Source: an optimization exercise on an open RTL-to-GDS flow (aim: small area and few clock cycles per item). Production flows keep margins and buffers that such runs may drop. The RTL was checked by simulation tests, not by an equivalence proof against the original design. Power is estimated from default activity; no workload was simulated.

==> flow/design.v (excerpt) <==
module range_negotiation_ack_barrier_unit (
    input  logic                          clk,
    input  logic                          rst_n,
    input  logic                          in_valid,
    output logic                          in_ready,
    input  logic [1:0]                    action,
    input  logic [rnab_pkg::SRC_W-1:0]    sender,
    input  logic [rnab_pkg::ROUND_W-1:0]  msg_round,
    output logic                          out_valid,
    input  logic                          out_ready,
    output logic [2:0]                    kind,
    output logic [2:0]                    error_code,
    output logic [rnab_pkg::ROUND_W-1:0]  round,
    output logic [1:0]                    phase,
    output logic [1:0]                    prev_phase,
    output logic                          last,
    input  logic                          psel,
    input  logic                          penable,
    input  logic                          pwrite,
    input  logic [rnab_pkg::PADDR_W-1:0]  paddr,
    input  logic [rnab_pkg::PDATA_W-1:0]  pwdata,
    output logic [rnab_pkg::PDATA_W-1:0]  prdata,
    output logic                          pready
);
clock: 6.5 ns
lec_check: 0
cap_margin: 0
core_margin: 2
core_utilization: 40
gpl_timing_driven: 0
slew_margin: 0
standard.sh (not shown) runs the stock make flow with config.mk's settings and CLKGATE_MAP_FILE= SYNTH_SCRIPT=/design/flow/synth_recipe.tcl, a recipe that flattens the netlist after the stock synthesis.
==> flow/flow/run.sh <==
#!/bin/bash
# Standard layout with area-oriented changes: port buffers use buf_1 and
# clock tree synthesis uses clusters of sinks under single small clock
# buffers, without dummy loads.
set -euo pipefail
export BUFFER_PORTS_ARGS="-buffer_cell sky130_fd_sc_hd__buf_1"
export CTS_ARGS="-sink_clustering_enable -repair_clock_nets -dont_use_dummy_load -buf_list sky130_fd_sc_hd__clkbuf_8 -sink_clustering_size 20 -sink_clustering_max_diameter 60"
bash standard.sh > standard_make.log 2>&1
Testbench counts at the start, summed over its fixed seeds: cycles 64,320, items 64,000.
Next try:
==> flow/flow/run.sh (replaced) <==
#!/bin/bash
# Standard layout with area-oriented changes: port buffers use buf_1 and
# clock tree synthesis uses clusters of sinks under single small clock
# buffers, without dummy loads. Non-critical cells are downsized after global routing.
set -euo pipefail
export RECOVER_POWER=100
export BUFFER_PORTS_ARGS="-buffer_cell sky130_fd_sc_hd__buf_1"
export CTS_ARGS="-sink_clustering_enable -repair_clock_nets -dont_use_dummy_load -buf_list sky130_fd_sc_hd__clkbuf_8 -sink_clustering_size 20 -sink_clustering_max_diameter 60"
bash standard.sh > standard_make.log 2>&1
Settings changed: CAP_MARGIN 0 to 20, GPL_TIMING_DRIVEN 0 to default, SLEW_MARGIN 0 to 20.
=>
- This time the run completed, yet does not pass: capacitance limit, slew limit
- via count is lower by about 3%
- clock skew is higher by 0.036 ns
- wire length is lower by about 4%
- register-to-register slack is better by 0.10 ns
- worst hold slack is about the same
- worst setup slack is better by 0.61 ns
- core utilization is lower by 1.7 points
Next try:
==> flow/flow/run.sh (replaced) <==
#!/bin/bash
# Standard layout with area-oriented changes: port buffers use buf_1 and
# clock tree synthesis uses clusters of sinks under single small clock
# buffers, without dummy loads.
set -euo pipefail
export BUFFER_PORTS_ARGS="-buffer_cell sky130_fd_sc_hd__buf_1"
export CTS_ARGS="-sink_clustering_enable -repair_clock_nets -dont_use_dummy_load -buf_list sky130_fd_sc_hd__clkbuf_8 -sink_clustering_size 20 -sink_clustering_max_diameter 60"
bash standard.sh > standard_make.log 2>&1
After rerunning: With this change the flow finished clean. Design area came out higher slightly. Synthesized cell count does not change. Final cell count stays the same. Critical path depth is lower by 2.

Another version of the RTL of range_negotiation_ack_barrier_unit (not shown whole).
For scale: roughly 230 flip-flops, ~160 I/O pins.
clock: 6.5 ns
lec_check: 0
cap_margin: 20
core_margin: 2
core_utilization: 60
slew_margin: 20
==> flow/flow/run.sh <==
#!/bin/bash
# Standard layout with area-oriented changes: port buffers use buf_1 and
# clock tree synthesis uses clusters of sinks under single small clock
# buffers, without dummy loads. Constant outputs share one tie cell.
set -euo pipefail
export SKIP_REPAIR_TIE_FANOUT=1
export BUFFER_PORTS_ARGS="-buffer_cell sky130_fd_sc_hd__buf_1"
export CTS_ARGS="-sink_clustering_enable -repair_clock_nets -dont_use_dummy_load -buf_list sky130_fd_sc_hd__clkbuf_8 -sink_clustering_size 30 -sink_clustering_max_diameter 45"
bash standard.sh > standard_make.log 2>&1
Testbench counts at the start, summed over its fixed seeds: cycles 64,320, items 64,000.
Change:
==> flow/flow/run.sh (replaced) <==
#!/bin/bash
# Standard layout with area-oriented changes: port buffers use buf_1 and
# clock tree synthesis uses clusters of sinks under single small clock
# buffers, without dummy loads. Constant outputs share one tie cell.
set -euo pipefail
export SKIP_REPAIR_TIE_FANOUT=1
export BUFFER_PORTS_ARGS="-buffer_cell sky130_fd_sc_hd__buf_1"
export CTS_ARGS="-sink_clustering_enable -repair_clock_nets -dont_use_dummy_load -buf_list sky130_fd_sc_hd__clkbuf_8 -sink_clustering_size 20 -sink_clustering_max_diameter 60"
bash standard.sh > standard_make.log 2>&1
- CORE_UTILIZATION: 60 -> 40
Result: Via count is lower by 0.91%; area after synthesis is unchanged; final area climbs by 0.79%.
Change:
- CORE_UTILIZATION: 40 -> 60
Die area shrinks by 33%.
Utilization grows by 22 points.
Final area shrinks by about 1.9%.
Worst setup slack gains 0.050 ns.
Critical path depth does not change.
Flip-flop and latch count is unchanged.
Change:
- CORE_UTILIZATION: 60 -> 70
Effect: Hold slack barely changes; via count increases by 1.4%; design area fell by 1.0%; fmax falls by about 3%; total power goes down by about 2%.
Change:
==> flow/flow/run.sh (replaced) <==
#!/bin/bash
# Standard layout with area-oriented changes: port buffers use buf_1 and
# clock tree synthesis uses clusters of sinks under single small clock
# buffers, without dummy loads.
set -euo pipefail
export BUFFER_PORTS_ARGS="-buffer_cell sky130_fd_sc_hd__buf_1"
export CTS_ARGS="-sink_clustering_enable -repair_clock_nets -dont_use_dummy_load -buf_list sky130_fd_sc_hd__clkbuf_8 -sink_clustering_size 20 -sink_clustering_max_diameter 60"
bash standard.sh > standard_make.log 2>&1
- CORE_UTILIZATION: 70 -> 40
What happened:
- global-route usage is lower by 13 points
- cell area is higher by a few percent
- fmax is higher by a few percent
- cell count is higher by about a fifth
- non-clock buffer count is higher by 11
- area after synthesis does not change
- routed wire length is higher by a few percent
- setup slack gets better by 0.16 ns
- clock-buffer cell count is higher by 4

range_negotiation_ack_barrier_unit, a different RTL version from the one above (not shown whole).
For scale: about 1500 cells after synthesis, ~230 flip-flops, ~160 I/O pins, about 14000 µm² of cells after synthesis.
export LEC_CHECK = 0
export CAP_MARGIN = 20
export CORE_MARGIN = 2
export CORE_UTILIZATION = 40
export SLEW_MARGIN = 20
create_clock -name core_clock -period 6.5 [get_ports {clk}]
run.sh (not shown) runs the stock make flow with config.mk's settings and CLKGATE_MAP_FILE= SYNTH_SCRIPT=/design/flow/synth_recipe.tcl, a recipe that flattens the netlist after the stock synthesis.
Stock flow here: none of the scripts above is used.
Testbench counts at the start, summed over its fixed seeds: cycles 64,320, items 64,000.
Edit:
==> flow/flow/run.sh (new file) <==
#!/bin/bash
# Standard layout, with two changes: port buffers use the smallest buffer
# (buf_1) and clock tree synthesis uses small clock buffers without dummy loads.
set -euo pipefail
export BUFFER_PORTS_ARGS="-buffer_cell sky130_fd_sc_hd__buf_1"
export CTS_ARGS="-sink_clustering_enable -repair_clock_nets -dont_use_dummy_load -buf_list sky130_fd_sc_hd__clkbuf_4"
bash standard.sh > standard_make.log 2>&1
==> flow/standard.sh (new file) <==
#!/bin/bash
# synth_recipe.tcl (not shown) runs the flow's synth.tcl, then flattens the netlist and writes it again
# the make line also repeats each setting of config.mk as NAME=value (left out here)
make -C /OpenROAD-flow-scripts/flow DESIGN_CONFIG=/design/flow/config.mk WORK_HOME=/design/flow/orfs CLKGATE_MAP_FILE= SYNTH_SCRIPT=/design/flow/synth_recipe.tcl "${@:-finish}"
CAP_MARGIN = 0   (was 20)
GPL_TIMING_DRIVEN = 0   (was default)
SLEW_MARGIN = 0   (was 20)
removed: flow/run.sh
Wire length rose by 4.5%.
Clock power fell by 32%.
Synthesized cell count stays the same.
Power fell by 14%.
Clock skew rose by 0.032 ns.
Global-route usage rose by 1.2 points.
Final cell count rose by 5.3%.
Setup slack loses 0.29 ns.

Another version of the RTL of range_negotiation_ack_barrier_unit (not shown whole).
Size: roughly 230 flip-flops, roughly 160 I/O pins, about 13000 um^2 of cells after synthesis.
==> flow/design.v (excerpt) <==
module range_negotiation_ack_barrier_unit (
    input  logic                          clk,
    input  logic                          rst_n,
    input  logic                          in_valid,
    output logic                          in_ready,
    input  logic [1:0]                    action,
    input  logic [rnab_pkg::SRC_W-1:0]    sender,
    input  logic [rnab_pkg::ROUND_W-1:0]  msg_round,
    output logic                          out_valid,
    input  logic                          out_ready,
    output logic [2:0]                    kind,
    output logic [2:0]                    error_code,
    output logic [rnab_pkg::ROUND_W-1:0]  round,
    output logic [1:0]                    phase,
    output logic [1:0]                    prev_phase,
    output logic                          last,
    input  logic                          psel,
    input  logic                          penable,
    input  logic                          pwrite,
    input  logic [rnab_pkg::PADDR_W-1:0]  paddr,
    input  logic [rnab_pkg::PDATA_W-1:0]  pwdata,
    output logic [rnab_pkg::PDATA_W-1:0]  prdata,
    output logic                          pready
);
Settings: LEC_CHECK=0, CAP_MARGIN=0, CORE_MARGIN=2, CORE_UTILIZATION=70, SLEW_MARGIN=0; clock period 6.5 ns.
standard.sh (not shown) runs the stock make flow with config.mk's settings and CLKGATE_MAP_FILE= SYNTH_SCRIPT=/design/flow/synth_recipe.tcl, a recipe that flattens the netlist after the stock synthesis.
==> flow/flow/run.sh <==
#!/bin/bash
# Standard layout with area-oriented changes: port buffers use buf_1 and
# clock tree synthesis uses clusters of sinks under single small clock
# buffers, without dummy loads. Constant outputs share one tie cell.
set -euo pipefail
export SKIP_REPAIR_TIE_FANOUT=1
export BUFFER_PORTS_ARGS="-buffer_cell sky130_fd_sc_hd__buf_1"
export CTS_ARGS="-sink_clustering_enable -repair_clock_nets -dont_use_dummy_load -buf_list sky130_fd_sc_hd__clkbuf_8 -sink_clustering_size 20 -sink_clustering_max_diameter 60"
bash standard.sh > standard_make.log 2>&1
Testbench counts at the start, summed over its fixed seeds: cycles 64,320, items 64,000.
Change:
- CAP_MARGIN: 0 -> 20
- SLEW_MARGIN: 0 -> 20
After rerunning:
- The changed run completed with no timing, DRC or antenna violations
- count of clock-buffer cells in the layout does not change
- maximum frequency hardly moves
- cell area is unchanged
- worst hold slack does not change
- die area is unchanged
- via count is about the same
- sequential cell count is unchanged
- critical path depth is unchanged

range_negotiation_ack_barrier_unit with an RTL version that a note above also has.
For scale: roughly 1400 cells after synthesis, about 160 I/O pins, about 13000 sq um of cells after synthesis.
clock: 6.5 ns
lec_check: 0
cap_margin: 0
core_margin: 2
core_utilization: 40
gpl_timing_driven: 0
slew_margin: 0
==> flow/flow/run.sh <==
#!/bin/bash
# Standard layout with area-oriented changes: port buffers use buf_1, clock
# tree synthesis uses small clock buffers without dummy loads, and
# non-critical cells are downsized after global routing (power recovery).
set -euo pipefail
export RECOVER_POWER=100
export BUFFER_PORTS_ARGS="-buffer_cell sky130_fd_sc_hd__buf_1"
export CTS_ARGS="-sink_clustering_enable -repair_clock_nets -dont_use_dummy_load -buf_list sky130_fd_sc_hd__clkbuf_4"
bash standard.sh > standard_make.log 2>&1
The starting point reached the layout checks and failed them: capacitance limit, slew limit.
Testbench counts at the start, summed over its fixed seeds: cycles 64,320, items 64,000.
==> next run, changes <==
==> flow/flow/run.sh (replaced) <==
#!/bin/bash
# Standard layout with area-oriented changes: port buffers use buf_1 and
# clock tree synthesis uses clusters of sinks under single small clock
# buffers, without dummy loads. Buffers added by ABC are removed at floorplan.
set -euo pipefail
export REMOVE_ABC_BUFFERS=1
export BUFFER_PORTS_ARGS="-buffer_cell sky130_fd_sc_hd__buf_1"
export CTS_ARGS="-sink_clustering_enable -repair_clock_nets -dont_use_dummy_load -buf_list sky130_fd_sc_hd__clkbuf_8 -sink_clustering_size 20 -sink_clustering_max_diameter 60"
bash standard.sh > standard_make.log 2>&1
With this change the flow completed with no timing, DRC or antenna violations.
Clock skew falls by 0.0086 ns.
Setup slack is worse by 0.018 ns.
Worst hold slack is better by 0.0040 ns.
Register-to-register slack is worse by 0.45 ns.
Design area falls by a few percent.
Cell count falls by a little under a tenth.
Sequential cell count is unchanged.
Count of clock-buffer cells in the layout falls by 47.
Area after synthesis does not change.
==> next run, changes <==
==> flow/flow/run.sh (replaced) <==
#!/bin/bash
# Standard layout with area-oriented changes: port buffers use buf_1 and
# clock tree synthesis uses clusters of sinks under single small clock
# buffers, without dummy loads.
set -euo pipefail
export BUFFER_PORTS_ARGS="-buffer_cell sky130_fd_sc_hd__buf_1"
export CTS_ARGS="-sink_clustering_enable -repair_clock_nets -dont_use_dummy_load -buf_list sky130_fd_sc_hd__clkbuf_4 -sink_clustering_size 12 -sink_clustering_max_diameter 50"
bash standard.sh > standard_make.log 2>&1
=> The changed run went through all stages and came out clean. Die area is unchanged. Via count goes up by 4.5%. Clock power goes down by 4.8%. Setup slack gains 0.10 ns.

[separate check: timing with driven ports]
The flow's constraints put no driver on any port. The routed layouts listed below were extracted and timed again, unchanged, in two steps.
Step 1 (the two cells are an assumption about what drives the block):
set clk [get_ports {clk}]
set_driving_cell -lib_cell sky130_fd_sc_hd__clkbuf_16 $clk
set_driving_cell -lib_cell sky130_fd_sc_hd__buf_2 [delete_from_list [all_inputs] $clk]
Step 2, shift: input delay + t, output delay - t, t = (earliest + latest rising clock arrival at the registers) / 2. This alone moves slack from input paths to output paths.
Slacks: ideal ports / drivers / drivers and shift; pairs: ideal ports / drivers.
run | t, ns | slack for setup (ns) | hold slack, ns | worst setup path at the end
the first run of note 1 | 0.587 | 0.495 / 0.517 / -0.069 | 0.471 / 0.471 / 0.471 | input to register
the second run of note 1 | 0.584 | 1.103 / 1.116 / 0.532 | 0.471 / 0.471 / 0.471 | input to register
the third run of note 1 | 0.583 | 1.520 / 1.520 / 1.151 | 0.471 / 0.471 / 0.471 | input to register
the first run of note 2 | 0.611 | 0.590 / 0.590 / 0.590 | 0.471 / 0.471 / 0.471 | register to register
the second run of note 2 | 0.577 | 0.513 / 0.513 / 0.513 | 0.470 / 0.470 / 0.470 | register to register
the third run of note 2 | 0.569 | 0.563 / 0.563 / 0.563 | 0.474 / 0.474 / 0.474 | register to register
the fourth run of note 2 | 0.543 | 0.378 / 0.378 / 0.378 | 0.476 / 0.476 / 0.476 | register to register
the fifth run of note 2 | 0.576 | 0.539 / 0.539 / 0.539 | 0.470 / 0.470 / 0.470 | register to register
the first run of note 3 | 0.591 | 0.768 / 0.789 / 0.198 | 0.445 / 0.445 / 0.445 | input to register
the second run of note 3 | 0.720 | 0.482 / 0.507 / -0.213 | 0.445 / 0.445 / 0.445 | input to register
the first run of note 4 | 0.555 | 0.519 / 0.519 / 0.519 | 0.464 / 0.464 / 0.464 | register to register
the second run of note 4 | 0.555 | 0.528 / 0.528 / 0.528 | 0.464 / 0.464 / 0.464 | register to register
the first run of note 5 | 0.732 | 0.520 / 0.540 / -0.191 | 0.469 / 0.469 / 0.469 | input to register
the second run of note 5 | 0.592 | 0.502 / 0.519 / -0.073 | 0.473 / 0.473 / 0.473 | input to register
the third run of note 5 | 0.691 | 0.606 / 0.626 / -0.065 | 0.473 / 0.473 / 0.473 | input to register
The setup slack of the first run of note 5, which loses most, moves by +0.020 ns with the drivers and by -0.711 ns with both steps.
